From an optimization exercise on the open Yosys and OpenROAD flow, aimed at small area, a short achievable clock period and few clock cycles per item; shortcuts taken in it are not production practice. Function was checked by simulation only, so behaviour that the tests miss may differ from the original. Power is estimated from default activity; no workload was simulated.

// conv_engine_top
module conv_engine_top (
    input  logic                            clk,
    input  logic                            reset,
    input  logic                            loading,
    input  logic [conv_pkg::LAYER_W-1:0]    num_layers,
    input  logic                            w_wr_en,
    input  logic [conv_pkg::CHAN_W-1:0]     w_chan,
    input  logic [conv_pkg::MAP_W-1:0]      w_map,
    input  logic [conv_pkg::WEIGHT_W-1:0]   w_data,
    input  logic                            in_valid,
    output logic                            in_ready,
    input  logic [conv_pkg::ACT_W-1:0]      in_act,
    input  logic [conv_pkg::CHAN_W-1:0]     in_chan,
    input  logic                            in_last,
    output logic                            out_valid,
    input  logic                            out_ready,
    output logic [conv_pkg::ACC_W-1:0]      out_data,
    output logic [conv_pkg::MAP_W-1:0]      out_map,
    output logic [conv_pkg::LAYER_W-1:0]    out_layer,
  ...
Size: ~4,100 cells after synthesis, about 980 flip-flops, about 100 I/O pins.
==> flow/config.mk <==
export PLATFORM = sky130hd
export DESIGN_NAME = conv_engine_top
export DESIGN_NICKNAME = conv_engine_top
export VERILOG_FILES = /design/flow/design.v
export SDC_FILE = /design/flow/constraint.sdc
export NUM_CORES = 4
export LEC_CHECK = 0
export ABC_AREA = 0
export CAP_MARGIN = 20
export CORE_MARGIN = 2
export CORE_UTILIZATION = 40
export CTS_BUF_LIST = sky130_fd_sc_hd__clkbuf_8 sky130_fd_sc_hd__clkbuf_16
export CTS_CLUSTER_SIZE = 30
export SLEW_MARGIN = 20
export TNS_END_PERCENT = 0
==> flow/constraint.sdc <==
create_clock -name core_clock -period 10.0 [get_ports {clk}]
set_input_delay 2.0000 -clock core_clock [delete_from_list [all_inputs] [get_ports {clk}]]
set_output_delay 2.0000 -clock core_clock [all_outputs]
set_load 0.01 [all_outputs]
standard.sh (not shown) runs the stock make flow with config.mk's settings and CLKGATE_MAP_FILE= SYNTH_SCRIPT=/design/flow/synth_recipe.tcl, a recipe that flattens the netlist after the stock synthesis.
==> flow/flow/run.sh <==
#!/bin/bash
set -euo pipefail
bash standard.sh SETUP_SLACK_MARGIN=7 "BUFFER_PORTS_ARGS=-buffer_cell sky130_fd_sc_hd__buf_2" finish > standard_flow.log 2>&1
The starting point ran to the end with no violations.
Testbench counts at the start, summed over its fixed seeds: cycles 11,078, items 6,015.
==> next run, changes <==
Settings changed: CTS_BUF_LIST sky130_fd_sc_hd__clkbuf_8 sky130_fd_sc_hd__clkbuf_16 to default, CTS_CLUSTER_SIZE 30 to default, TNS_END_PERCENT 0 to default.
The new run produced a clean layout.
Worst hold slack barely changes.
Utilization grows by 1.3 points.
Routed wire length went up by 1.6%.
Die area stays the same.
Fmax came out lower by 1.2%.
Critical path depth is unchanged.
Power rises by 1.1%.
First-iteration DRC count went down by 7.7%.
Cell area climbs by 2.9%.
==> next run, changes <==
Settings changed: CTS_BUF_LIST from default to sky130_fd_sc_hd__clkbuf_4 sky130_fd_sc_hd__clkbuf_8 sky130_fd_sc_hd__clkbuf_16, CTS_CLUSTER_DIAMETER from default to 120, CTS_CLUSTER_SIZE from default to 25, TNS_END_PERCENT from default to 0.
After rerunning:
- clock-buffer cell count decreases by 85
- maximum frequency increases by 0.94%
- sequential cell count stays the same
- wire length shrinks by 3.1%
- sequential share of layout area rises by 2.6 points
- non-clock buffer count fell by 66
- area after synthesis is unchanged
- final area went down by 6.1%
- first-iteration DRC count hardly moves
==> next run, changes <==
Settings changed: CORE_UTILIZATION 40 to 55, CTS_BUF_LIST sky130_fd_sc_hd__clkbuf_4 sky130_fd_sc_hd__clkbuf_8 sky130_fd_sc_hd__clkbuf_16 to sky130_fd_sc_hd__clkbuf_4 sky130_fd_sc_hd__clkbuf_8, CTS_CLUSTER_DIAMETER 120 to default, CTS_CLUSTER_SIZE 25 to 30.
=> The changed run ran to the end with no violations. Total power climbs by 13%. Global-route usage went up by 11 points. Setup slack gets worse by 0.13 ns. Via count rises by 4.6%. Routed wire length came out higher by 5.6%.

---

Starting RTL as in the previous note.
Settings: LEC_CHECK=0, ABC_AREA=0, CAP_MARGIN=20, CORE_MARGIN=2, CORE_UTILIZATION=40, CTS_BUF_LIST=sky130_fd_sc_hd__clkbuf_4 sky130_fd_sc_hd__clkbuf_8 sky130_fd_sc_hd__clkbuf_16, CTS_CLUSTER_DIAMETER=140, CTS_CLUSTER_SIZE=20, SLEW_MARGIN=20, TNS_END_PERCENT=0; clock period 10.0 ns.
Scripts as last shown in full above: flow/flow/run.sh
Testbench counts at the start, summed over its fixed seeds: cycles 11,078, items 6,015.
Then changed:
Settings changed: CTS_CLUSTER_SIZE 20 to 25.
Outcome: The changed run completed without violations; clock power falls by 8.7%; worst setup slack gets better by 0.0094 ns; sequential power hardly moves; register-to-register slack gets better by 0.02 ns; non-clock buffer count falls by 4; wire length falls by 0.59%; power falls by 2.2%; via count stays flat; maximum frequency is about the same; worst hold slack hardly moves; design area falls by 0.74%.
Then changed:
Settings changed: CAP_MARGIN 20 to 0, CTS_BUF_LIST sky130_fd_sc_hd__clkbuf_4 sky130_fd_sc_hd__clkbuf_8 sky130_fd_sc_hd__clkbuf_16 to sky130_fd_sc_hd__clkbuf_4 sky130_fd_sc_hd__clkbuf_8, CTS_CLUSTER_DIAMETER 140 to unset, CTS_CLUSTER_SIZE 25 to 30, SLEW_MARGIN 20 to 0.
After rerunning: Power increases by 15%; cell area increases by 2.9%; fmax decreases by 4.1%; worst setup slack got worse by 0.14 ns; first-iteration DRC count increases by 7.0%; non-clock buffer count decreases by 12; utilization increases by 1.3 points; sequential power stays flat.

---

conv_engine_top, a different RTL version from the one above (not shown whole).
Size in the first run: roughly 4400 cells after synthesis, ~970 flip-flops, about 100 I/O pins, ~50000 µm² of cells after synthesis.
export LEC_CHECK = 0
export ABC_AREA = 0
export CAP_MARGIN = 20
export CORE_MARGIN = 2
export CORE_UTILIZATION = 40
export SLEW_MARGIN = 20
create_clock -name core_clock -period 10.0 [get_ports {clk}]
==> flow/flow/run.sh <==
#!/bin/bash
set -euo pipefail
bash standard.sh SETUP_SLACK_MARGIN=6.5 finish > standard_flow.log 2>&1
Testbench counts at the start, summed over its fixed seeds: cycles 11,078, items 6,015.
Next try:
--- a/flow/config.mk
+++ b/flow/config.mk
@@ -12 +12,2 @@
 export SLEW_MARGIN = 20
+export TNS_END_PERCENT = 0
What happened: Utilization drops by 0.11 points. Design area barely changes. Sequential cell count stays the same. Power hardly moves. Non-clock buffer count drops by 3. Area after synthesis is unchanged. Clock skew drops by 0.0095 ns. Hold slack is about the same. Fmax drops by 8.1%. Final cell count stays flat.
Next try:
--- a/flow/config.mk
+++ b/flow/config.mk
@@ -7,3 +7,3 @@
 export LEC_CHECK = 0
-export ABC_AREA = 0
+export ABC_AREA = 1
 export CAP_MARGIN = 20
@@ -12,2 +12 @@
 export SLEW_MARGIN = 20
-export TNS_END_PERCENT = 0
After rerunning: Critical path depth rose by 2. First-iteration DRC count rose by about 4.5%. Non-clock buffer count rose by 18. Synthesized cell count rose by 29%.

-- port drivers added, routing unchanged --
The results above use ideal ports. As a check the final layouts listed here were re-extracted and re-timed, cells and wires unchanged.
Step 1 sets driving cells, clkbuf_16 on the clock port and buf_2 on the other inputs (assumed; they add their load-dependent delay and slew).
Step 2 moves the port delays by t, midway between the first and last clock arrival at a register: inputs arrive t later, outputs are due t later. That takes back most of the time a late clock gives input paths.
a / b / c = no drivers / after step 1 / after step 2; a / b = the first two.
| run | t, ns | setup WS [ns] | worst setup path after step 2 | latest minus earliest clock arrival (ns) | worst slew at a driven data input, ns |
|---|---|---|---|---|---|
| the first run of note 1 | 0.789 | 6.657 / 6.581 / 6.309 | input to register | 0.092 / 0.093 | 0.12 |
| the second run of note 1 | 0.793 | 6.615 / 6.543 / 6.402 | input to register | 0.096 / 0.096 | 0.11 |
| the third run of note 1 | 0.764 | 6.647 / 6.570 / 6.346 | input to register | 0.084 / 0.083 | 0.13 |
| the fourth run of note 1 | 0.931 | 6.519 / 6.453 / 6.094 | input to register | 0.058 / 0.058 | 0.13 |
| the first run of note 2 | 0.752 | 6.656 / 6.579 / 6.364 | input to register | 0.097 / 0.097 | 0.13 |
| the second run of note 2 | 0.755 | 6.665 / 6.593 / 6.350 | input to register | 0.070 / 0.070 | 0.14 |
| the third run of note 2 | 0.942 | 6.522 / 6.451 / 6.326 | input to register | 0.073 / 0.073 | 0.12 |
| the first run of note 3 | 0.804 | 6.553 / 6.482 / 6.001 | input to register | 0.112 / 0.112 | 0.11 |
| the second run of note 3 | 0.795 | 6.251 / 6.217 / 5.575 | input to register | 0.101 / 0.101 | 0.12 |
| the third run of note 3 | 0.820 | 6.482 / 6.481 / 6.035 | input to register | 0.075 / 0.076 | 0.06 |
After both steps setup and hold are still met in every run listed. The setup slack of the second run of note 3, which loses most, moves by -0.034 ns with the drivers and by -0.676 ns with both steps.
